What follows belongs to an exercise in optimizing a design on an open flow for small area; a production flow would make more cautious choices. Where RTL was checked, it was by simulation tests only, not by an equivalence proof against the original. Only the layout flow was run in run 5; the RTL was not checked for function there. Power and IR drop assume default switching activity.

==> flow/design.v <==
module i2c_burst_mem #(
    parameter int DATA_W = 8,
    parameter int ADDR_W = 7
) (
    input  logic              clk,
    input  logic              reset,
    input  logic              start,
    input  logic              stop,
    input  logic              rw,
    input  logic              rx_valid,
    input  logic [DATA_W-1:0] rx_data,
    input  logic              tx_req,
    input  logic              wp,
    output logic              tx_valid,
    output logic [DATA_W-1:0] tx_data,
    output logic              ack,
    output logic [ADDR_W-1:0] ptr,
    output logic              busy
);
    localparam int DEPTH = 1 << ADDR_W;
    localparam logic [1:0] IDLE = 2'b00, ADDR = 2'b01, WRITE = 2'b10, READ = 2'b11;
    logic [1:0]                state;
    logic [DATA_W-1:0]         s [DEPTH];      
    logic                      ph;             
    logic                      clr;            
    logic                      bus_ctrl, rx_ev, tx_ev, wr_en;
    logic [DEPTH-1:0]          sel_n;          
    logic [DEPTH-1:0]          en_n;           
    logic [DEPTH-1:0]          hn;             
    logic [DATA_W-1:0]         dw;
    logic [DATA_W-1:0]         rd_pair [DEPTH/2];   
    logic [DATA_W-1:0]         rd;
    assign busy     = state != IDLE;
    assign bus_ctrl = start | stop;
    assign rx_ev    = rx_valid & ~bus_ctrl;
    assign tx_ev    = tx_req & ~bus_ctrl;
    assign wr_en    = (state == WRITE) & rx_ev & ~wp;
    assign dw = rx_data ^ {DATA_W{ph}};
    for (genvar w = 0; w < DEPTH; w++) begin : g_word
        assign sel_n[w] = ptr != ADDR_W'(w);
        assign en_n[w]  = ~(wr_en & ~sel_n[w]);
        assign hn[w]    = ~(en_n[w] & ~clr);
        for (genvar b = 0; b < DATA_W; b++) begin : g_bit
            i2c_burst_mem_bit u_bit (
                .clk(clk), .hn(hn[w]), .en_n(en_n[w]), .dw(dw[b]), .s(s[w][b])
            );
        end
    end
    for (genvar p = 0; p < DEPTH/2; p++) begin : g_rpair
        for (genvar b = 0; b < DATA_W; b++) begin : g_bit
            i2c_burst_mem_rsel u_rsel (
                .s0(s[2*p][b]), .sel0_n(sel_n[2*p]),
                .s1(s[2*p+1][b]), .sel1_n(sel_n[2*p+1]),
                .y(rd_pair[p][b])
            );
        end
    end
    always_comb begin
        rd = '0;
        for (int p = 0; p < DEPTH/2; p++)
            rd = rd | rd_pair[p];
    end
    always_ff @(posedge clk or posedge reset) begin
        if (reset) begin
            ph  <= 1'b0;
            clr <= 1'b1;
        end else begin
            ph  <= ~(ph | clr);
            clr <= 1'b0;
        end
    end
    always_ff @(posedge clk or posedge reset) begin
        if (reset) begin
            state    <= IDLE;
            ptr      <= '0;
            ack      <= 1'b0;
            tx_valid <= 1'b0;
            tx_data  <= '0;
        end else begin
            tx_valid <= 1'b0;
            if (start) begin
                state <= rw ? READ : ADDR;
            end else if (stop) begin
                state <= IDLE;
            end else begin
                case (state)
                    ADDR: if (rx_ev) begin
                        ptr   <= rx_data[ADDR_W-1:0];
                        ack   <= 1'b1;
                        state <= WRITE;
                    end
                    WRITE: if (rx_ev) begin
                        ptr <= ptr + ADDR_W'(1);
                        ack <= ~wp;
                    end
                    READ: if (tx_ev) begin
                        tx_data  <= ~rd ^ {DATA_W{ph}};
                        tx_valid <= 1'b1;
                        ptr      <= ptr + ADDR_W'(1);
                    end
                    default: ;
                endcase
            end
        end
    end
endmodule
module i2c_burst_mem_bit (
    input  logic clk,
    input  logic hn,
    input  logic en_n,
    input  logic dw,
    output logic s
);
    always_ff @(posedge clk)
        s <= ~((s | hn) & (dw | en_n));
endmodule
module i2c_burst_mem_rsel (
    input  logic s0,
    input  logic sel0_n,
    input  logic s1,
    input  logic sel1_n,
    output logic y
);
    assign y = ~((s0 | sel0_n) & (s1 | sel1_n));
endmodule
==> flow/run.sh <==
#!/bin/bash
# synth_recipe.tcl (not shown) runs the flow's synth.tcl, then flattens the netlist and writes it again
# the make line also repeats each setting of config.mk as NAME=value (left out here)
make -C /OpenROAD-flow-scripts/flow DESIGN_CONFIG=/design/flow/config.mk WORK_HOME=/design/flow/orfs CLKGATE_MAP_FILE= SYNTH_SCRIPT=/design/flow/synth_recipe.tcl finish
==> flow/config.mk <==
export PLATFORM = sky130hd
export DESIGN_NAME = i2c_burst_mem
export DESIGN_NICKNAME = i2c_burst_mem
export VERILOG_FILES = /design/flow/design.v
export SDC_FILE = /design/flow/constraint.sdc
export NUM_CORES = 4
export LEC_CHECK = 0
export CAP_MARGIN = 20
export CORE_MARGIN = 2
export CORE_UTILIZATION = 40
export SLEW_MARGIN = 20
export SYNTH_HIERARCHICAL = 1
export SYNTH_MINIMUM_KEEP_SIZE = 0
==> flow/constraint.sdc <==
create_clock -name core_clock -period 5.0 [get_ports {clk}]
set_input_delay 1.0000 -clock core_clock [delete_from_list [all_inputs] [get_ports {clk}]]
set_output_delay 1.0000 -clock core_clock [all_outputs]
set_load 0.01 [all_outputs]
==> key figures, run 1 <==
Setup path
  – Top Family by Delay on Critical Path: simple AND/OR/NAND/NOR gates
  – CP endpoint kind: flip-flop
  – R2R setup slack: 0.77 ns
  – Crit path launch type: flip-flop
  – Critical path depth in cells: 10
  – Cell repeated most along the worst path: nor4_1
  – WP buf/inv: 1
  – R2r endpoint: tx_data[1]
  – Worst-path cell with the longest stage delay: nor4_1
  – Reg2Reg Depth: 10
  – Worst EP arrival: 4.76 ns
  – Worst reg2reg startpoint: ptr[0]
  – WS Path Type: flip-flop to flip-flop
  – CP Cell Sequence: inv_1 -> ha_1 -> and2_1 -> nand2_1 -> o22ai_1 -> nor4_1 -> nand4_1 -> nor4_1 -> xnor2_1 -> a21oi_1
  – Req. time, crit path: 5.53 ns
  – Max FO, Critical Path: 13
  – Slowest stage delay, CP: 0.71 ns

STA
  – Top achievable clock speed: 237 MHz
  – Setup Skew: 0.0298 ns
  – Worst slew pin tran: 1.16 ns
  – Slew Viols, Final: 0
  – Setup-failing EPs final: 0
  – RSZ-0062 raised after global routing: no
  – Final hold violations: 0
  – Relative slew slack: 22.7%
  – Final worst-path cycle share: 84.5%
  – Min cycle time layout: 4.23 ns

Clock tree
  – Clock tree sinks: 1,045
  – Post-CTS sizing: 0
  – Postcts setup bufs: 0
  – TritonCTS Buffers: 103
  – Number of hold buffers added after CTS: 0
  – H-tree depth: 3
  – Worst-Skew Late Latency: 0.68 ns
  – CTS root buf: clkbuf_16
  – CTS Buffer Depth: 3
  – CTS tree: done
  – Clock Pin Slew Worst Setup and Hold Paths: 0.07 ns

Worst hold path
  – Hold crit path type: flip-flop to flip-flop
  – Hold endpoint: g_word[120].g_bit[3].u_bit.s
  – Hold wc startpoint: g_word[120].g_bit[3].u_bit.s
  – Worst Hold Depth: 1

Synthesis
  – Post-Synthesis Net Count: 3,397
  – Warnings from Yosys: 10
  – FF+latch count, synth: 1,045
  – Syn_area_per_cell: 10.4 sq um
  – Post-synth top area cell: dfxtp_1
  – Synth top area cells: dfxtp_1 (58%), o22ai_1 (27%), nand2_1 (2.8%)
  – Commonest cells post-synth: o22ai_1 (1,536), dfxtp_1 (1,024), nand2_1 (259)
  – EDFF count, synth: 0
  – Synth async-reset ratio: 2.01%
  – Cells after Synth: 3,377
  – Synth top area share: 58.2%
  – Most frequent cell after synthesis: o22ai_1
  – Post-synthesis cell type count: 44
  – Most common flop cell mapped by yosys: dfxtp_1
  – Sequential cell area fraction in the yosys report: 59.7%
  – Post-Syn Area: 0.0352 sq mm

Drt
  – Final WL: 121,000 um
  – Starting DRT DRC Count: 3,150
  – Via count: 31,000
  – WL/cell: 25.7 um
  – Total iterations of the first detailed-routing run: 5
  – Final ANT Viol Nets: 0
  – Residual DRC: 0
  – Via density: 6.58

Floorplan
  – Io pins: 34
  – Die width: 301 um
  – Core area: 0.0870 sq mm
  – Row Count: 108
  – Die ar.: 0.0904 sq mm
  – Starting Density: 40.5%
  – Die height: 301 um

Power
  – Worst VDD drop: 0.319 mV
  – Final Power: 21.1 mW
  – Share of power burned in registers: 44.9%
  – Leakage power: 15.6 nW
  – Logic pwr share: 16.5%
  – Pwr Density: 518 mW/mm^2
  – Sw Pwr: 6.17 mW
  – Internal power: 15.0 mW
  – Clk network pwr share: 38.6%
  – Switch share: 29.2%

Finish
  – Layout area overhead: 15.8%
  – Non-Filler Instances: 4,716
  – Layout cell share with drive strength beyond 1: 7.47%
  – Final #Nets: 3,495

GRT
  – Gr usage total: 26.0%
  – First-pass GRT wire length: 183,000 um
  – Total grt overflow: 0
  – Antenna violations before repair: 4
  – Largest net degree at the start of global routing: 129
  – Vias in the first global route: 29,300

Placement
  – Placed Cells incl. Taps: 4,524
  – PortBufs: 33
  – Placer Congestion: 0.935
  – Final HPWL DP: 78,200 um

Status
  – Outcome: no timing/DRC/antenna violations

Run
  – Max-Cap Viols: 0
-- final cells by class --
cell class / count / area, sq um
Fill cell: 8149 / 46200
Sequential cell: 1045 / 21000
Multi-Input combinational cell: 2210 / 13600
Clock buffer: 148 / 2980
Tap cell: 1155 / 1450
Timing Repair Buffer: 110 / 1100
Clock inverter: 42 / 606
Inverter: 5 / 18.8
Antenna cell: 1 / 2.50
-- per-stage QoR --
stage / setup TNS (ns) / util, % / instance area, sq um / hold slack (ns) / worst slack [ns]
after floorplan: -785.74 / - / 35200 / 0.422 / -0.776
after global placement: 0 / 42.7 / 37200 / 0.430 / 1.00
after detailed placement: 0 / 42.7 / 37200 / 0.438 / 1.05
after CTS: 0 / 46.8 / 40700 / 0.446 / 1.01
after global routing: 0 / 46.9 / 40800 / 0.453 / 0.822
final: 0 / 46.9 / 40800 / 0.443 / 0.775
-- cells in the final DEF, fill, tap and decap left out, types with 3 or more instances in the layout --
cell | synthesis | routed
and2_1 | 18 | 18
buf_12 | 2 | 14
o22a_1 | 7 | 7
clkinv_2 | 0 | 18
clkinvlp_4 | 0 | 4
clkdlybuf4s50_1 | 0 | 33
dfxtp_1 | 1024 | 1024
a31oi_1 | 4 | 4
xor2_4 | 0 | 8
nor4_1 | 136 | 136
nand3_1 | 5 | 5
a21oi_1 | 15 | 15
ha_1 | 4 | 4
xnor2_1 | 8 | 8
dfrtp_1 | 20 | 19
clkbuf_1 | 77 | 23
nor2b_1 | 3 | 3
nand4_1 | 32 | 32
o22ai_1 | 1536 | 1536
buf_4 | 3 | 62
a21o_1 | 127 | 127
inv_1 | 5 | 5
nand2_1 | 259 | 259
clkbuf_8 | 0 | 21
and3_1 | 6 | 6
nor2_1 | 17 | 17
bufinv_16 | 0 | 13
clkinv_8 | 0 | 3
clkbuf_16 | 0 | 104
-- flip-flops by register name (all words and copies together), names as in the netlist --
register and flops:
ack 1, g_word.g_bit.u_bit.s 1024, state 2, tx_data 8, ph 1, clr 1, ptr 7, tx_valid 1
-- routing by layer --
metal	share of wire [%]	routed length, um	global-route usage [%]	vias to the layer above
met3	9.0	10900	4.60	286
met5	0.042	51	0	-
met4	4.1	5020	10.6	8
li1	-	-	-	14200
met1	45	54200	37.6	15000
met2	42	51200	38.1	1524
-- power by group through the flow --
stage	Clock (mW)	Combinational [mW]	Sequential (mW)
floorplan	0	1.88	9.47
global placement	0	3.38	9.65
detailed placement	0	3.38	9.64
CTS	8.25	3.39	9.47
global route	8.59	3.63	9.54
finish	8.17	3.49	9.48
-- worst max-delay path by stage --
| stage | startpoint | slack [ns] | end |
|---|---|---|---|
| finish | ptr[0] | 0.77 | tx_data[1] |
| global route | ptr[0] | 0.82 | tx_data[1] |
| CTS | ptr[0] | 1.01 | tx_data[5] |
| detailed placement | ptr[0] | 1.05 | tx_data[1] |
| global placement | ptr[0] | 1.00 | tx_data[1] |
| floorplan | rx_data[0] | -0.78 | g_word[0].g_bit[0].u_bit.s |
-- cells by family (layout without fill, tap and decap cells) --
group / Yosys count / count (layout) / share of synthesized area, %
AOI/OAI and AO/OA: 1696 / 1696 / 30.6
DFF: 1045 / 1045 / 59.7
and+or+nand+nor: 491 / 491 / 6.91
buffers and inverters: 122 / 305 / 2.14
xor gates and xnor gates: 17 / 17 / 0.423
adders and majority gates: 4 / 4 / 0.142
other: 1 / 2 / 0.0106
muxes: 1 / 1 / 0.0284
-- per-module statistics from Yosys (local to each module, per instance) --
module / flip-flops and latches / cells / area, sq um / copies in the design
i2c_burst_mem: 21 / 817 / 5100 / 1
i2c_burst_mem_bit: 1 / 2 / 26.3 / 1024
i2c_burst_mem_rsel: 0 / 1 / 6.26 / 512
==> run 2, diff against run 1 <==
--- a/flow/design.v
+++ b/flow/design.v
@@ -25,7 +25,6 @@
     logic                      clr;            
     logic                      bus_ctrl, rx_ev, tx_ev, wr_en;
     logic [DEPTH-1:0]          sel_n;          
-    logic [DEPTH-1:0]          en_n;           
     logic [DEPTH-1:0]          hn;             
     logic [DATA_W-1:0]         dw;
     logic [DATA_W-1:0]         rd_pair [DEPTH/2];   
@@ -35,14 +34,23 @@
     assign rx_ev    = rx_valid & ~bus_ctrl;
     assign tx_ev    = tx_req & ~bus_ctrl;
     assign wr_en    = (state == WRITE) & rx_ev & ~wp;
-    assign dw = rx_data ^ {DATA_W{ph}};
+    assign dw = (rx_data ^ {DATA_W{ph}}) | {DATA_W{~wr_en}};
+    logic [7:0]  pa, wa;
+    logic [15:0] pb, wb;
+    for (genvar i = 0; i < 8; i++) begin : g_pa
+        assign pa[i] = ptr[2:0] == 3'(i);
+        assign wa[i] = (wr_en & pa[i]) | clr;
+    end
+    for (genvar j = 0; j < 16; j++) begin : g_pb
+        assign pb[j] = ptr[6:3] == 4'(j);
+        assign wb[j] = pb[j] | clr;
+    end
     for (genvar w = 0; w < DEPTH; w++) begin : g_word
-        assign sel_n[w] = ptr != ADDR_W'(w);
-        assign en_n[w]  = ~(wr_en & ~sel_n[w]);
-        assign hn[w]    = ~(en_n[w] & ~clr);
+        assign sel_n[w] = ~(pa[w%8] & pb[w/8]);
+        assign hn[w]    = wa[w%8] & wb[w/8];
         for (genvar b = 0; b < DATA_W; b++) begin : g_bit
             i2c_burst_mem_bit u_bit (
-                .clk(clk), .hn(hn[w]), .en_n(en_n[w]), .dw(dw[b]), .s(s[w][b])
+                .clk(clk), .hn(hn[w]), .en_n(sel_n[w]), .dw(dw[b]), .s(s[w][b])
             );
         end
     end
==> key figures, run 2 <==
Status
  – Outcome: no timing/DRC/antenna violations

Setup path
  – Req. time, crit path: 5.54 ns (about the same)
  – Worst EP arrival: 4.75 ns (about the same)
  – CP endpoint kind: flip-flop
  – Crit path launch type: flip-flop
  – WS Path Type: flip-flop to flip-flop
  – Max FO, Critical Path: 13 (unchanged)

Finish
  – Diode count: 0 (-1)
  – Final #Nets: 3,395 (-2.9%)
  – Layout area overhead: 16.6%
  – # fillers: 7,741 (-5.0%)
  – Non-Filler Instances: 4,585 (-2.8%)
  – Commonest non-fill, non-tap cell in the layout: o22ai_1
  – Top flop regs: g_word.g_bit.u_bit.s (1024), tx_data (8), ptr (7)
  – Top reg by flops: g_word.g_bit.u_bit.s
  – Seq. cell area: 0.0210 sq mm (about the same)
  – Final core utilization: 47.3% (+0.39 points)
  – Layout cell share with drive strength beyond 1: 7.88% (+0.41 points)
  – Largest register FFs: 1,024 (unchanged)
  – Highest-count cells in the layout ignoring fill and taps: o22ai_1 (1,538), dfxtp_1 (1,024), nor2_1 (151)
  – Multi-input logic area: 0.0128 sq mm (-5.6%)

Synthesis
  – Warnings from Yosys: 10 (unchanged)
  – Synth async-reset ratio: 2.01% (unchanged)
  – Post-Syn Area: 0.0340 sq mm (-3.4%)
  – FF+latch count, synth: 1,045 (unchanged)
  – Syn_area_per_cell: 10.6 sq um (+1.5%)
  – Post-synth top area cell: dfxtp_1
  – Synth top area share: 60.3% (+2.0 points)
  – Post-Synthesis Net Count: 3,243 (-4.5%)
  – Most frequent cell after synthesis: o22ai_1
  – EDFF count, synth: 0 (unchanged)
  – Post-synthesis cell type count: 44 (unchanged)
  – Sequential cell area fraction in the yosys report: 61.8% (+2.1 points)
  – Cells after Synth: 3,216 (-4.8%)
  – Commonest cells post-synth: o22ai_1 (1,538), dfxtp_1 (1,024), nor2_1 (152)
  – Most common flop cell mapped by yosys: dfxtp_1
  – Synth top area cells: dfxtp_1 (60%), o22ai_1 (28%), nor4_1 (2.4%)

Clock tree
  – CTS tree: done
  – Clock tree sinks: 1,045 (unchanged)
  – Number of hold buffers added after CTS: 0 (unchanged)
  – CTS root buf: clkbuf_16
  – Post-CTS sizing: 0 (unchanged)
  – Postcts setup bufs: 0 (unchanged)
  – H-tree depth: 3 (unchanged)
  – Clock Pin Slew Worst Setup and Hold Paths: 0.06 ns (about the same)
  – CTS Buffer Depth: 3 (unchanged)
  – Worst-Skew Late Latency: 0.71 ns (+0.03 ns)
  – TritonCTS Buffers: 106 (+2.9%)

Placement
  – PortBufs: 33 (unchanged)
  – Placed Cells incl. Taps: 4,394 (-2.9%)
  – Placer Congestion: 0.893 (-4.5%)
  – Final HPWL DP: 72,600 um (-7.2%)

Power
  – Pwr Density: 576 mW/mm^2 (+11%)
  – Leakage power: 14.1 nW (-9.1%)
  – Worst VDD drop: 0.315 mV (-1.2%)

STA
  – Slew Viols, Final: 0 (unchanged)
  – Setup-failing EPs final: 0 (unchanged)
  – RSZ-0062 raised after global routing: no
  – Setup Skew: 0.0513 ns (+0.0215 ns)
  – Final hold violations: 0 (unchanged)
  – Setup TNS Final: 0 ns (unchanged)
  – Relative slew slack: 24.8% (+2.1 points)
  – Min cycle time layout: 4.22 ns (-0.00858 ns)
  – Final worst-path cycle share: 84.3% (-0.17 points)
  – Worst slew pin tran: 1.13 ns (-0.0308 ns)
  – Top achievable clock speed: 237 MHz (+0.20%)

Floorplan
  – Die width: 296 um (-1.7%)
  – Die height: 296 um (-1.7%)
  – Core area: 0.0840 sq mm (-3.5%)
  – Starting Density: 40.5% (+0.061 points)
  – Io pins: 34 (unchanged)
  – Row Count: 106 (-1.9%)
  – Die ar.: 0.0874 sq mm (-3.3%)

GRT
  – Met2 usage: 37.7% (-0.41 points)
  – Largest net degree at the start of global routing: 129 (unchanged)
  – Vias in the first global route: 27,400 (-6.8%)
  – Gr usage total: 25.5% (-0.48 points)
  – First-pass GRT wire length: 171,000 um (-6.4%)
  – Grt peak-use layer: met2
  – Antenna violations before repair: 2 (-2)
  – Total grt overflow: 0 (unchanged)
  – Met3 Use GR: 6.18% (+1.6 points)
  – M1 GR Usage: 36.1% (-1.5 points)

Drt
  – Residual DRC: 0 (unchanged)
  – Final ANT Viol Nets: 0 (unchanged)
  – Via count: 29,700 (-4.2%)
  – Via density: 6.48 (-1.5%)
  – Final WL: 114,000 um (-5.9%)
  – Total iterations of the first detailed-routing run: 7 (+2)
  – Starting DRT DRC Count: 3,078 (-2.3%)
  – WL/cell: 24.9 um (-3.2%)

Worst hold path
  – Hold crit path type: flip-flop to flip-flop

Run
  – Max-Cap Viols: 0 (unchanged)
==> run 2: changes by cell type after synthesis, moves of 8 or more <==
cell	before	now
buf_2	9	21
xor2_1	9	0
buf_8	12	0
nor2_1	17	152
xnor2_1	8	16
clkbuf_1	77	16
nor2_2	0	12
a21o_1	127	1
nor4_2	0	8
nand2_1	259	149
and2_1	18	1
nor4_1	136	128
buf_6	14	3
==> run 2: power breakdown <==
part / internal, mW / leakage [nW] / total (mW) / switching (mW)
clock network: 4.54 / 1.71 / 7.90 / 3.36
registers: 10.2 / 8.87 / 11.2 / 1.04
logic: 1.52 / 3.55 / 3.70 / 2.19
total: 16.3 / 14.1 / 22.8 / 6.59
==> run 2: worst max-delay path: stages, from the launching register on <==
cell     delay, ns
dfrtp_1       0.66
inv_1         0.12
ha_1          0.49
buf_4         0.36
nand2_1       0.32
o22ai_1       0.20
nor4_1        0.88
nand4_1       0.44
nor4_2        0.38
xnor2_1       0.15
a21oi_1       0.08
==> run 2: path summary, 6_finish.rpt <==
path / startpoint / endpoint / slack (ns) / cells past startpoint
worst min-delay path: g_word[111].g_bit[2].u_bit.s / g_word[111].g_bit[2].u_bit.s / 0.44 / 1
worst max register to register: ptr[2] / tx_data[1] / 0.78 / 10
max in group asynchronous: reset / clr / 3.98 / 3
worst max-delay path: ptr[2] / tx_data[1] / 0.78 / 10
min in group asynchronous: reset / tx_data[3] / 0.68 / 3
worst min register to register: g_word[111].g_bit[2].u_bit.s / g_word[111].g_bit[2].u_bit.s / 0.44 / 1
==> run 2: routing by layer <==
metal	vias up	wire length (um)
met3	246	10100
met4	2	4260
li1	13700	-
met2	1224	48900
met5	-	13
met1	14500	50900
==> run 2: logic make-up (layout without fill, tap and decap cells) <==
kind of cell	Yosys count	after routing	share of synthesized area, %
AO/OA/AOI/OAI	1576	1576	29.0
flip-flops	1045	1045	61.8
AND/OR/NAND/NOR	514	514	7.55
buffers and inverters	52	287	0.758
XOR/XNOR	16	16	0.412
adder cells (fa/ha/maj)	11	11	0.405
other	1	1	0.0110
multiplexers	1	1	0.0294
==> run 2: final cells by class <==
type	instances	area share [%]
clock buffer	162	7.90
timing repair buffer	89	2.14
sequential	1045	53.0
tap	1134	3.58
multi-input combinational	2119	32.4
inverter	7	0.0662
clock inverter	29	0.953
==> run 2: modules after synthesis (local to each module, per instance) <==
module              cell area, sq um  flip-flops and latches
i2c_burst_mem_bit               26.3                       1
i2c_burst_mem                   3910                      21
i2c_burst_mem_rsel              6.26                       0
==> run 2: stage by stage <==
step / power, mW / worst slack [ns] / hold slack [ns] / area [sq um]
2_1_floorplan: 13.5 / 1.28 / 0.422 / 34000
3_3_place_gp: 14.9 / 0.957 / 0.430 / 36100
3_5_place_dp: 15.0 / 0.952 / 0.438 / 36200
4_1_cts: 22.8 / 0.977 / 0.446 / 39700
5_1_grt: 23.7 / 0.661 / 0.453 / 39700
6_report: 22.8 / 0.783 / 0.442 / 39700
==> run 3, diff against run 2 <==
--- a/flow/config.mk
+++ b/flow/config.mk
@@ -8,6 +8,9 @@
 export CAP_MARGIN = 20
 export CORE_MARGIN = 2
 export CORE_UTILIZATION = 40
+export CTS_BUF_LIST = sky130_fd_sc_hd__clkbuf_16
+export CTS_CLUSTER_DIAMETER = 120
+export CTS_CLUSTER_SIZE = 30
 export SLEW_MARGIN = 20
 export SYNTH_HIERARCHICAL = 1
 export SYNTH_MINIMUM_KEEP_SIZE = 0
==> key figures, run 3 <==
Power
  – Leakage power: 13.0 nW (-8.2%)
  – Internal power: 13.2 mW (-19%)
  – Worst VDD drop: 0.277 mV (-12%)
  – Switch share: 30.4% (+1.6 points)
  – Logic pwr share: 19.5% (+3.3 points)
  – Clk network pwr share: 21.4% (-13 points)
  – Share of power burned in registers: 59.1% (+9.9 points)
  – Pwr Density: 510 mW/mm^2 (-11%)
  – Sw Pwr: 5.78 mW (-12%)

Finish
  – Top reg by flops: g_word.g_bit.u_bit.s
  – Largest register FFs: 1,024 (unchanged)
  – Top flop regs: g_word.g_bit.u_bit.s (1024), tx_data (8), ptr (7)
  – Layout cell share with drive strength beyond 1: 4.65% (-3.2 points)
  – Final #Nets: 3,329 (-1.9%)
  – Layout area overhead: 9.45%
  – Multi-input logic area: 0.0128 sq mm (unchanged)
  – Commonest non-fill, non-tap cell in the layout: o22ai_1
  – Highest-count cells in the layout ignoring fill and taps: o22ai_1 (1,538), dfxtp_1 (1,024), nor2_1 (151)
  – Seq. cell area: 0.0210 sq mm (unchanged)
  – Diode count: 0 (unchanged)
  – # fillers: 7,993 (+3.3%)

Synthesis
  – Synth async-reset ratio: 2.01% (unchanged)
  – Post-Synthesis Net Count: 3,243 (unchanged)
  – Most common flop cell mapped by yosys: dfxtp_1
  – Most frequent cell after synthesis: o22ai_1
  – Syn_area_per_cell: 10.6 sq um (unchanged)
  – EDFF count, synth: 0 (unchanged)
  – Post-synth top area cell: dfxtp_1
  – Cells after Synth: 3,216 (unchanged)
  – Warnings from Yosys: 10 (unchanged)
  – Synth top area share: 60.3% (unchanged)
  – Synth top area cells: dfxtp_1 (60%), o22ai_1 (28%), nor4_1 (2.4%)
  – Sequential cell area fraction in the yosys report: 61.8% (unchanged)
  – Post-synthesis cell type count: 44 (unchanged)
  – FF+latch count, synth: 1,045 (unchanged)
  – Post-Syn Area: 0.0340 sq mm (unchanged)
  – Commonest cells post-synth: o22ai_1 (1,538), dfxtp_1 (1,024), nor2_1 (152)

STA
  – Worst slew pin tran: 1.14 ns (+0.0150 ns)
  – Final hold violations: 0 (unchanged)
  – Setup Skew: 0.0443 ns (-0.00699 ns)
  – Setup-failing EPs final: 0 (unchanged)
  – RSZ-0062 raised after global routing: no
  – Slew Viols, Final: 0 (unchanged)
  – Setup TNS Final: 0 ns (unchanged)
  – Final worst-path cycle share: 85.9% (+1.6 points)
  – PnR worst setup slack: 0.703 ns (-0.0798 ns)
  – Top achievable clock speed: 233 MHz (-1.9%)
  – Min cycle time layout: 4.30 ns (+0.0798 ns)
  – Relative slew slack: 23.3% (-1.4 points)

Clock tree
  – H-tree depth: 2 (-1)
  – Clock tree sinks: 1,045 (unchanged)
  – Postcts setup bufs: 0 (unchanged)
  – Clock Pin Slew Worst Setup and Hold Paths: 0.12 ns (+0.06 ns)
  – CTS tree: done
  – Post-CTS sizing: 0 (unchanged)
  – CTS Buffer Depth: 3 (unchanged)
  – TritonCTS Buffers: 40 (-62%)
  – CTS root buf: clkbuf_16
  – Number of hold buffers added after CTS: 0 (unchanged)
  – Worst-Skew Late Latency: 0.64 ns (-0.07 ns)

Setup path
  – CP endpoint kind: flip-flop
  – CP Cell Sequence: inv_1 -> ha_1 -> and2_1 -> buf_4 -> nand2_1 -> o22ai_1 -> nor4_1 -> nand4_1 -> nor4_2 -> xnor2_1 -> a21oi_1
  – Worst EP arrival: 4.80 ns (+0.05 ns)
  – WS Path Type: flip-flop to flip-flop
  – Crit path launch type: flip-flop
  – Req. time, crit path: 5.51 ns (-0.03 ns)
  – Worst-path cell with the longest stage delay: nor4_1
  – Slowest stage delay, CP: 0.87 ns (about the same)
  – Max FO, Critical Path: 16 (+3)

Placement
  – Pre-CTS WS: 0.952 ns (unchanged)
  – Final HPWL DP: 72,600 um (unchanged)
  – PortBufs: 33 (unchanged)
  – Placer Congestion: 0.893 (unchanged)

Floorplan
  – Row Count: 106 (unchanged)
  – Io pins: 34 (unchanged)
  – Die height: 296 um (unchanged)
  – Core area: 0.0840 sq mm (unchanged)
  – Die ar.: 0.0874 sq mm (unchanged)
  – Starting Density: 40.5% (unchanged)
  – Die width: 296 um (unchanged)

GRT
  – Antenna violations before repair: 2 (unchanged)
  – First-pass GRT wire length: 168,000 um (-1.9%)
  – Largest net degree at the start of global routing: 129 (unchanged)
  – Total grt overflow: 0 (unchanged)
  – Gr usage total: 24.9% (-0.60 points)
  – Vias in the first global route: 26,500 (-3.1%)

Drt
  – Via density: 6.54 (+0.94%)
  – Final WL: 112,000 um (-1.8%)
  – Via count: 29,100 (-2.1%)
  – WL/cell: 25.3 um (+1.3%)
  – Total iterations of the first detailed-routing run: 6 (-1)
  – Residual DRC: 0 (unchanged)
  – Starting DRT DRC Count: 3,034 (-1.4%)
  – Final ANT Viol Nets: 0 (unchanged)

Run
  – Max-Cap Viols: 0 (unchanged)

Status
  – Outcome: no timing/DRC/antenna violations

Worst hold path
  – Hold crit path type: flip-flop to flip-flop
run 3: cell types whose count changed in the layout (fill, tap and decap cells not counted), sizes merged:
| cell | delta |
|---|---|
| bufinv | -4 |
| clkbuf | -121 |
| clkinvlp | -2 |
| clkinv | -19 |
| inv | +6 |
run 3: final cells by class:
cell class / count / area share (%)
Clock inverter: 10 / 0.138
Clock buffer: 41 / 2.76
Inverter: 7 / 0.0706
Multi-Input combinational cell: 2119 / 34.5
Timing Repair Buffer: 89 / 2.28
Sequential cell: 1045 / 56.5
Tap cell: 1134 / 3.81
run 3: worst paths after layout:
path,end,slack (ns),startpoint,cells past startpoint
max,tx_data[3],0.70,ptr[1],11
min,g_word[61].g_bit[1].u_bit.s,0.45,g_word[61].g_bit[1].u_bit.s,1
max reg2reg,tx_data[3],0.70,ptr[1],11
min reg2reg,g_word[61].g_bit[1].u_bit.s,0.45,g_word[61].g_bit[1].u_bit.s,1
max in group asynchronous,clr,3.95,reset,3
min in group asynchronous,ack,0.73,reset,3
run 3: kinds of logic (layout without fill, tap and decap cells):
logic type               count (synthesis)  after routing  synth area share, %
AO/OA/AOI/OAI                         1576           1576                 29.0
flip-flops                            1045           1045                 61.8
AND/OR/NAND/NOR                        514            514                 7.55
buffers and inverters                   52            147                0.758
XOR/XNOR                                16             16                0.412
adder cells (fa/ha/maj)                 11             11                0.405
other                                    1              1               0.0110
multiplexers                             1              1               0.0294
run 3: through the flow:
stage	total power [mW]	area, sq um	utilization (%)	instances	hold slack [ns]
after floorplan	13.5	34000	-	3216	0.422
after global placement	14.9	36100	43.1	4394	0.430
after detailed placement	15.0	36200	43.1	4394	0.438
after CTS	18.9	37200	44.3	4445	0.453
after global routing	19.8	37200	44.4	4445	0.461
final	19.0	37200	44.4	4445	0.449
run 3: layer usage:
layer,vias to the layer above,routed length (um),global-route usage (%)
li1,13500,-,-
met1,14300,50900,35.9
met2,1085,48200,37.0
met3,197,9100,5.07
met4,2,4080,8.41
met5,-,13,0
run 3: modules after synthesis (local to each module, per instance):
module	cells	flops+latches
i2c_burst_mem	656	21
i2c_burst_mem_bit	2	1
i2c_burst_mem_rsel	1	0
run 3: critical path: cells and delay by family (launching register included):
kind	cells	cell delay, ns
compound gates	2	0.29
xor+xnor	1	0.15
fa+ha+maj	1	0.19
buf+inv	2	0.48
flops	1	0.47
simple gates	5	2.61
run 3: power groups by stage:
stage	Combinational [mW]	Clock, mW	Sequential, mW
finish	3.70	4.07	11.2
global route	3.93	4.42	11.4
CTS	3.61	4.13	11.2
detailed placement	3.61	0	11.4
global placement	3.53	0	11.3
floorplan	2.36	0	11.1
==> run 4, diff against run 3 <==
--- a/flow/config.mk
+++ b/flow/config.mk
@@ -10,7 +10,7 @@
 export CORE_UTILIZATION = 40
 export CTS_BUF_LIST = sky130_fd_sc_hd__clkbuf_16
 export CTS_CLUSTER_DIAMETER = 120
-export CTS_CLUSTER_SIZE = 30
+export CTS_CLUSTER_SIZE = 25
 export SLEW_MARGIN = 20
 export SYNTH_HIERARCHICAL = 1
 export SYNTH_MINIMUM_KEEP_SIZE = 0
==> key figures, run 4 <==
Status
  – Outcome: no timing/DRC/antenna violations

Placement
  – Placed inst area: 0.0362 sq mm (unchanged)
  – Placer Congestion: 0.893 (unchanged)
  – Final HPWL DP: 72,600 um (unchanged)
  – PortBufs: 33 (unchanged)

STA
  – Setup-failing EPs final: 0 (unchanged)
  – Worst slew pin tran: 1.17 ns (+0.0255 ns)
  – RSZ-0062 raised after global routing: no
  – Min cycle time layout: 4.29 ns (-0.00281 ns)
  – Top achievable clock speed: 233 MHz (about the same)
  – Final worst-path cycle share: 85.9% (about the same)
  – Slew Viols, Final: 0 (unchanged)
  – Hold slack final: 0.447 ns (-0.00165 ns)
  – Final hold violations: 0 (unchanged)
  – Setup TNS Final: 0 ns (unchanged)
  – Relative slew slack: 22.1% (-1.3 points)
  – Setup Skew: 0.0361 ns (-0.00818 ns)

Power
  – Worst VDD drop: 0.262 mV (-5.4%)
  – Pwr Density: 514 mW/mm^2 (+0.86%)
  – Leakage power: 13.1 nW (+0.76%)
  – Final Power: 19.2 mW (+1.4%)

Drt
  – Starting DRT DRC Count: 3,304 (+8.9%)
  – Met2 WL: 49,200 um (+2.1%)
  – Residual DRC: 0 (unchanged)
  – DR top layer: met4
  – Wl on met1: 50,900 um (about the same)
  – WL/cell: 25.2 um (-0.25%)
  – Via count: 29,300 (+0.67%)
  – Final ANT Viol Nets: 0 (unchanged)
  – Met3 wire len: 9000 um (-1.1%)
  – Total iterations of the first detailed-routing run: 5 (-1)
  – Final WL: 112,000 um (about the same)
  – Via density: 6.57 (+0.47%)

Finish
  – Top reg by flops: g_word.g_bit.u_bit.s
  – Multi-input logic area: 0.0128 sq mm (unchanged)
  – Highest-count cells in the layout ignoring fill and taps: o22ai_1 (1,538), dfxtp_1 (1,024), nor2_1 (151)
  – Largest register FFs: 1,024 (unchanged)
  – Final #Nets: 3,336 (+0.21%)
  – Seq. cell area: 0.0210 sq mm (unchanged)
  – Fin area: 0.0374 sq mm (+0.51%)
  – Layout cell share with drive strength beyond 1: 4.85% (+0.20 points)
  – Commonest non-fill, non-tap cell in the layout: o22ai_1
  – Layout area overhead: 10.0%
  – Top flop regs: g_word.g_bit.u_bit.s (1024), tx_data (8), ptr (7)
  – # fillers: 7,974 (-0.24%)
  – Diode count: 0 (unchanged)

Floorplan
  – Row Count: 106 (unchanged)
  – Starting Density: 40.5% (unchanged)
  – Die height: 296 um (unchanged)
  – Die width: 296 um (unchanged)
  – Core area: 0.0840 sq mm (unchanged)
  – Io pins: 34 (unchanged)
  – Die ar.: 0.0874 sq mm (unchanged)

Synthesis
  – Syn_area_per_cell: 10.6 sq um (unchanged)
  – Commonest cells post-synth: o22ai_1 (1,538), dfxtp_1 (1,024), nor2_1 (152)
  – Synth top area cells: dfxtp_1 (60%), o22ai_1 (28%), nor4_1 (2.4%)
  – Most common flop cell mapped by yosys: dfxtp_1
  – EDFF count, synth: 0 (unchanged)
  – Post-synthesis cell type count: 44 (unchanged)
  – Post-synth top area cell: dfxtp_1
  – Sequential cell area fraction in the yosys report: 61.8% (unchanged)
  – Most frequent cell after synthesis: o22ai_1
  – FF+latch count, synth: 1,045 (unchanged)
  – Synth async-reset ratio: 2.01% (unchanged)
  – Post-Synthesis Net Count: 3,243 (unchanged)
  – Post-Syn Area: 0.0340 sq mm (unchanged)
  – Cells after Synth: 3,216 (unchanged)
  – Synth top area share: 60.3% (unchanged)
  – Warnings from Yosys: 10 (unchanged)

GRT
  – First-pass GRT wire length: 169,000 um (+0.82%)
  – Total grt overflow: 0 (unchanged)
  – Antenna violations before repair: 1 (-1)
  – Gr usage total: 25.0% (+0.11 points)
  – Vias in the first global route: 26,600 (+0.54%)
  – Largest net degree at the start of global routing: 129 (unchanged)

Worst hold path
  – Hold crit path type: flip-flop to flip-flop
  – Hold endpoint: g_word[25].g_bit[7].u_bit.s
  – Worst Hold Depth: 1 (unchanged)
  – Hold wc startpoint: g_word[25].g_bit[7].u_bit.s

Clock tree
  – Post-CTS sizing: 0 (unchanged)
  – Number of hold buffers added after CTS: 0 (unchanged)
  – CTS tree: done
  – Clock Pin Slew Worst Setup and Hold Paths: 0.10 ns (-0.02 ns)
  – H-tree depth: 2 (unchanged)
  – Worst-Skew Late Latency: 0.65 ns (about the same)
  – CTS root buf: clkbuf_16
  – Clock tree sinks: 1,045 (unchanged)
  – TritonCTS Buffers: 47 (+18%)
  – Postcts setup bufs: 0 (unchanged)
  – CTS Buffer Depth: 3 (unchanged)

Setup path
  – Crit path launch type: flip-flop
  – CP Cell Sequence: inv_1 -> ha_1 -> and2_1 -> buf_4 -> nand2_1 -> o22ai_1 -> nor4_1 -> nand4_1 -> nor4_2 -> xnor2_1 -> a21oi_1
  – Slowest stage delay, CP: 0.82 ns (-0.05 ns)
  – WS Path Type: flip-flop to flip-flop
  – CP endpoint kind: flip-flop
  – Worst EP arrival: 4.80 ns (about the same)
  – R2R setup slack: 0.71 ns (about the same)
  – Reg2Reg Depth: 11 (unchanged)
  – WP buf/inv: 2 (unchanged)
  – Top Family by Delay on Critical Path: simple AND/OR/NAND/NOR gates
  – Worst reg2reg startpoint: ptr[1]
  – Req. time, crit path: 5.51 ns (about the same)
  – Worst-path cell with the longest stage delay: nor4_1
  – R2r endpoint: tx_data[3]
  – Max FO, Critical Path: 16 (unchanged)

Run
  – Max-Cap Viols: 0 (unchanged)
## run 4: cell counts after synthesis
No cell type changed its count.
## run 4: worst max path at each step
stage          cells after the start                    endpoint  startpoint
2_1_floorplan                      6  g_word[0].g_bit[2].u_bit.s        stop
3_3_place_gp                      11                  tx_data[3]      ptr[1]
3_5_place_dp                      11                  tx_data[3]      ptr[1]
4_1_cts                           11                  tx_data[3]      ptr[1]
5_1_grt                           11                  tx_data[3]      ptr[1]
6_report                          11                  tx_data[3]      ptr[1]
## run 4: Yosys stat by module, one instance, submodules excluded
| module | times used | cells | cell area (sq um) |
|---|---|---|---|
| i2c_burst_mem | 1 | 656 | 3910 |
| i2c_burst_mem_rsel | 512 | 1 | 6.26 |
| i2c_burst_mem_bit | 1024 | 2 | 26.3 |
## run 4: per-layer routing
| layer | vias up | GRT usage [%] |
|---|---|---|
| li1 | 13600 | - |
| met1 | 14400 | 36.8 |
| met2 | 1118 | 37.7 |
| met3 | 167 | 3.90 |
| met4 | 0 | 7.28 |
| met5 | - | 0 |
## run 4: report_power, final
group | leakage (nW) | switching (mW) | internal, mW | total, mW
clock | 0.651 | 2.60 | 1.74 | 4.34
sequential | 8.87 | 1.04 | 10.2 | 11.2
combinational | 3.55 | 2.17 | 1.52 | 3.68
## run 4: cell families (layout without fill, tap and decap cells)
logic type,Yosys count,after routing,share of synthesized area [%]
buffers and inverters,52,156,0.758
AOI/OAI and AO/OA,1576,1576,29.0
DFF,1045,1045,61.8
xor gates and xnor gates,16,16,0.412
muxes,1,1,0.0294
and+or+nand+nor,514,514,7.55
other,1,1,0.0110
adders and majority gates,11,11,0.405
## run 4: layout make-up
| cell class | instances | share of cell area, % |
|---|---|---|
| sequential | 1045 | 56.2 |
| multi-input combinational | 2119 | 34.3 |
| tap | 1134 | 3.79 |
| clock buffer | 48 | 3.21 |
| timing repair buffer | 89 | 2.27 |
| clock inverter | 12 | 0.177 |
| inverter | 7 | 0.0702 |
## run 4: worst reg2reg max path, cell delays in order, from the launching register on
cell	delay [ns]
dfrtp_1	0.47
inv_1	0.10
ha_1	0.19
and2_1	0.56
buf_4	0.39
nand2_1	0.40
o22ai_1	0.22
nor4_1	0.82
nand4_1	0.40
nor4_2	0.37
xnor2_1	0.15
a21oi_1	0.08
## run 4: through the flow
stage          utilization (%)  std cells  setup slack (ns)
2_1_floorplan                -       3216              1.28
3_3_place_gp              43.1       4394             0.957
3_5_place_dp              43.1       4394             0.952
4_1_cts                   44.6       4454             0.937
5_1_grt                   44.6       4454             0.647
6_report                  44.6       4454             0.706
==> run 5, diff against run 4 <==
==> flow/design.v (replaced) <==
module i2c_burst_mem #(
    parameter int DATA_W = 8,
    parameter int ADDR_W = 7
) (
    input  logic              clk,
    input  logic              reset,
    input  logic              start,
    input  logic              stop,
    input  logic              rw,
    input  logic              rx_valid,
    input  logic [DATA_W-1:0] rx_data,
    input  logic              tx_req,
    input  logic              wp,
    output logic              tx_valid,
    output logic [DATA_W-1:0] tx_data,
    output logic              ack,
    output logic [ADDR_W-1:0] ptr,
    output logic              busy
);
    localparam int DEPTH = 1 << ADDR_W;
    typedef enum logic [1:0] {IDLE, ADDR, WRITE, READ} state_t;
    state_t            state;
    logic [DATA_W-1:0] mem [DEPTH];
    logic              bus_ctrl;
    logic              rx_ev;
    logic              tx_ev;
    logic              wr_en;
    assign bus_ctrl = start | stop;
    assign rx_ev    = rx_valid & ~bus_ctrl;
    assign tx_ev    = tx_req & ~bus_ctrl;
    assign wr_en    = (state == WRITE) & rx_ev & ~wp;
    always_ff @(posedge clk or posedge reset) begin
        if (reset) begin
            for (int i = 0; i < DEPTH; i++)
                mem[i] <= '0;
        end else if (wr_en) begin
            mem[ptr] <= rx_data;
        end
    end
    always_ff @(posedge clk or posedge reset) begin
        if (reset) begin
            state    <= IDLE;
            ptr      <= '0;
            ack      <= 1'b0;
            tx_valid <= 1'b0;
            tx_data  <= '0;
            busy     <= 1'b0;
        end else begin
            tx_valid <= 1'b0;
            if (start) begin
                state <= rw ? READ : ADDR;
                busy  <= 1'b1;
            end else if (stop) begin
                state <= IDLE;
                busy  <= 1'b0;
            end else begin
                case (state)
                    ADDR: if (rx_ev) begin
                        ptr   <= rx_data[ADDR_W-1:0];
                        ack   <= 1'b1;
                        state <= WRITE;
                    end
                    WRITE: if (rx_ev) begin
                        ptr <= ptr + ADDR_W'(1);
                        ack <= ~wp;
                    end
                    READ: if (tx_ev) begin
                        tx_data  <= mem[ptr];
                        tx_valid <= 1'b1;
                        ptr      <= ptr + ADDR_W'(1);
                    end
                    default: ;
                endcase
            end
        end
    end
endmodule
==> flow/config.mk (replaced) <==
export PLATFORM = sky130hd
export DESIGN_NAME = i2c_burst_mem
export DESIGN_NICKNAME = i2c_burst_mem
export VERILOG_FILES = /design/flow/design.v
export SDC_FILE = /design/flow/constraint.sdc
export NUM_CORES = 4
export LEC_CHECK = 0
export CAP_MARGIN = 20
export CORE_MARGIN = 2
export CORE_UTILIZATION = 40
export SLEW_MARGIN = 20
==> key figures, run 5 <==
Clock tree
  – Worst-Skew Late Latency: 0.77 ns (+0.12 ns)
  – Post-CTS sizing: 0 (unchanged)
  – CTS tree: done
  – Clock tree sinks: 1,044 (-0.096%)
  – TritonCTS Buffers: 114 (+140%)
  – Clock Pin Slew Worst Setup and Hold Paths: 0.06 ns (-0.04 ns)
  – CTS Buffer Depth: 3 (unchanged)
  – Number of hold buffers added after CTS: 0 (unchanged)
  – CTS root buf: clkbuf_16
  – Postcts setup bufs: 0 (unchanged)
  – H-tree depth: 3 (+1)

STA
  – Top achievable clock speed: 212 MHz (-8.9%)
  – Slew Viols, Final: 0 (unchanged)
  – Relative slew slack: 11.6% (-10 points)
  – Final hold violations: 0 (unchanged)
  – Min cycle time layout: 4.71 ns (+0.421 ns)
  – RSZ-0062 raised after global routing: no
  – Setup Skew: 0.0330 ns (-0.00308 ns)
  – Worst slew pin tran: 1.33 ns (+0.156 ns)
  – Final worst-path cycle share: 94.3% (+8.4 points)
  – Hold slack final: 0.482 ns (+0.0352 ns)
  – Setup-failing EPs final: 0 (unchanged)
  – Setup TNS Final: 0 ns (unchanged)

Drt
  – WL/cell: 45.6 um (+81%)
  – Residual DRC: 0 (unchanged)
  – Wl on met1: 98,100 um (+93%)
  – DR top layer: met5
  – Final ANT Viol Nets: 0 (unchanged)
  – Total iterations of the first detailed-routing run: 6 (+1)
  – Starting DRT DRC Count: 6,249 (+89%)
  – Via density: 6.97 (+6.0%)
  – Met2 WL: 105,000 um (+110%)
  – Via count: 40,200 (+37%)
  – Final WL: 263,000 um (+130%)
  – Met3 wire len: 34,800 um (+290%)

GRT
  – Largest net degree at the start of global routing: 153 (+19%)
  – Vias in the first global route: 38,000 (+43%)
  – Gr usage total: 42.4% (+17 points)
  – First-pass GRT wire length: 351,000 um (+110%)
  – Total grt overflow: 0 (unchanged)
  – Antenna violations before repair: 19 (+18)

Synthesis
  – Post-synth top area cell: dfrtp_1
  – Synth async-reset ratio: 100% (+98 points)
  – Post-Synthesis Net Count: 3,877 (+20%)
  – Sequential cell area fraction in the yosys report: 54.0% (-7.8 points)
  – Most frequent cell after synthesis: dfrtp_1
  – Synth top area share: 54.0% (-6.2 points)
  – Syn_area_per_cell: 12.5 sq um (+19%)
  – Cells after Synth: 3,857 (+20%)
  – Post-Syn Area: 0.0484 sq mm (+42%)
  – Post-synthesis cell type count: 81 (+84%)
  – FF+latch count, synth: 1,044 (-0.096%)
  – Warnings from Yosys: 2 (-8)
  – Most common flop cell mapped by yosys: dfrtp_1
  – Commonest cells post-synth: dfrtp_1 (1,044), mux2_2 (1,025), nand3_1 (314)
  – Synth top area cells: dfrtp_1 (54%), mux2_2 (24%), nand3_1 (3.2%)
  – EDFF count, synth: 0 (unchanged)

Status
  – Outcome: no timing/DRC/antenna violations

Setup path
  – Max FO, Critical Path: 10 (-6)
  – CP endpoint kind: flip-flop
  – Req. time, crit path: 5.59 ns (+0.08 ns)
  – Worst EP arrival: 5.31 ns (+0.51 ns)
  – WS Path Type: flip-flop to flip-flop
  – Crit path launch type: flip-flop

Floorplan
  – Core area: 0.120 sq mm (+43%)
  – Io pins: 34 (unchanged)
  – Die width: 352 um (+19%)
  – Row Count: 127 (+20%)
  – Die height: 352 um (+19%)
  – Starting Density: 40.3% (-0.21 points)
  – Die ar.: 0.124 sq mm (+42%)

Finish
  – Final #Nets: 4,064 (+22%)
  – Top reg by flops: mem
  – Largest register FFs: 1,024 (unchanged)
  – Commonest non-fill, non-tap cell in the layout: dfrtp_1
  – Layout area overhead: 17.1%
  – Top flop regs: mem (1024), tx_data (8), ptr (7)
  – Fin area: 0.0567 sq mm (+51%)
  – Layout cell share with drive strength beyond 1: 40.2% (+35 points)
  – Highest-count cells in the layout ignoring fill and taps: dfrtp_1 (1,039), mux2_2 (1,025), buf_4 (338)

Power
  – Leakage power: 27.9 nW (+110%)
  – Pwr Density: 384 mW/mm^2 (-25%)
  – Worst VDD drop: 0.303 mV (+16%)

Placement
  – Placed inst area: 0.0526 sq mm (+45%)
  – Final HPWL DP: 187,000 um (+160%)
  – PortBufs: 33 (unchanged)
  – Placer Congestion: 1.09 (+23%)

Run
  – Max-Cap Viols: 0 (unchanged)

Worst hold path
  – Hold crit path type: flip-flop to flip-flop
==> run 5: cell types whose count changed after synthesis, moves of 64 or more <==
cell      change
and3_1      +162
nor2_1       -64
o22ai_1    -1530
dfrtp_1    +1024
mux2_2     +1025
nand4_1      +90
a22oi_1     +113
a32oi_1      +89
clkbuf_1    +215
dfxtp_1    -1024
nor4_1       -97
nand3_1     +309
==> run 5: cells by family (layout without fill, tap and decap cells) <==
| kind of cell | after synthesis | after routing | synth area share [%] |
|---|---|---|---|
| xor gates and xnor gates | 1 | 1 | 0.0181 |
| and+or+nand+nor | 1041 | 1041 | 12.1 |
| muxes | 1031 | 1031 | 24.0 |
| AOI/OAI and AO/OA | 408 | 408 | 6.93 |
| buffers and inverters | 328 | 611 | 2.85 |
| other | 0 | 10 | 0 |
| adders and majority gates | 4 | 4 | 0.103 |
| DFF | 1044 | 1044 | 54.0 |
==> run 5: cell type report <==
cell class	instances	area (sq um)
Fill cell	10900	63300
Clock inverter	55	682
Multi-Input combinational cell	2485	21100
Timing Repair Buffer	388	3280
Inverter	11	45.0
Sequential cell	1044	26100
Clock buffer	157	3330
Antenna cell	10	25.0
Tap cell	1612	2020
==> run 5: power breakdown <==
group	internal, mW	switching, mW	leakage [nW]
clock network	5.32	3.84	1.98
logic	0.851	2.97	11.3
registers	8.55	0.235	14.6
==> run 5: worst max-delay path, cell delays in order, from the launching register on <==
cell	delay (ns)
dfrtp_1	0.46
ha_1	0.37
nand2_1	0.67
buf_4	0.27
nor2_1	0.08
buf_4	0.21
a32oi_1	0.83
and4_1	0.38
nand4_1	0.50
nor4_1	0.60
a221oi_1	0.17
==> run 5: worst paths after layout <==
check | cells after the start | to | from | slack, ns
worst min register to register | 1 | busy | busy | 0.48
min in group asynchronous | 3 | mem[26][0] | reset | 1.05
max in group asynchronous | 4 | mem[112][4] | reset | 2.87
worst max register to register | 10 | tx_data[6] | ptr[0] | 0.29
worst max-delay path | 10 | tx_data[6] | ptr[0] | 0.29
worst min-delay path | 1 | busy | busy | 0.48
==> run 5: through the flow <==
stage	utilization (%)	setup slack (ns)	std cells	power, mW
floorplan	-	-10.39	3857	10.5
global placement	43.8	0.560	5538	12.5
detailed placement	43.8	0.492	5539	12.5
CTS	47.2	0.785	5751	21.5
global route	47.2	0.408	5752	22.0
finish	47.2	0.285	5762	21.8
==> run 5: layer usage <==
metal / up-vias / global-route usage, %
met5: - / 0
met3: 887 / 17.2
met2: 3118 / 58.2
met1: 21200 / 53.2
met4: 20 / 31.4
li1: 15000 / -

==> static timing again, ports no longer ideal <==
In the flow no input, the clock included, has a driving cell. The finished layouts below were timed again as built, in two steps.
Step 1: set_driving_cell puts a clkbuf_16 on clk and a buf_2 on each other input, an assumption about the parent block.
Step 2, shift: input delay + t, output delay - t, t = (earliest + latest rising clock arrival at the registers) / 2. This alone moves slack from input paths to output paths.
Slacks: no drivers / after step 1 / after step 2; pairs: no drivers / after step 1.
run	shift t [ns]	setup slack, ns	hold WS [ns]	worst slew at a driven data input, ns
run 1	0.732	0.775 / 0.775 / 0.775	0.443 / 0.443 / 0.443	0.04
run 2	0.750	0.783 / 0.783 / 0.783	0.442 / 0.442 / 0.442	0.06
run 3	0.683	0.703 / 0.703 / 0.703	0.449 / 0.449 / 0.449	0.06
run 4	0.699	0.706 / 0.706 / 0.706	0.447 / 0.447 / 0.447	0.06
run 5	0.828	0.285 / 0.285 / 0.181	0.482 / 0.482 / 0.482	0.03
After both steps every run listed still meets setup and hold. For run 5, which loses most, drivers alone change the setup slack by 0.000 ns; drivers and shift together by -0.104 ns.
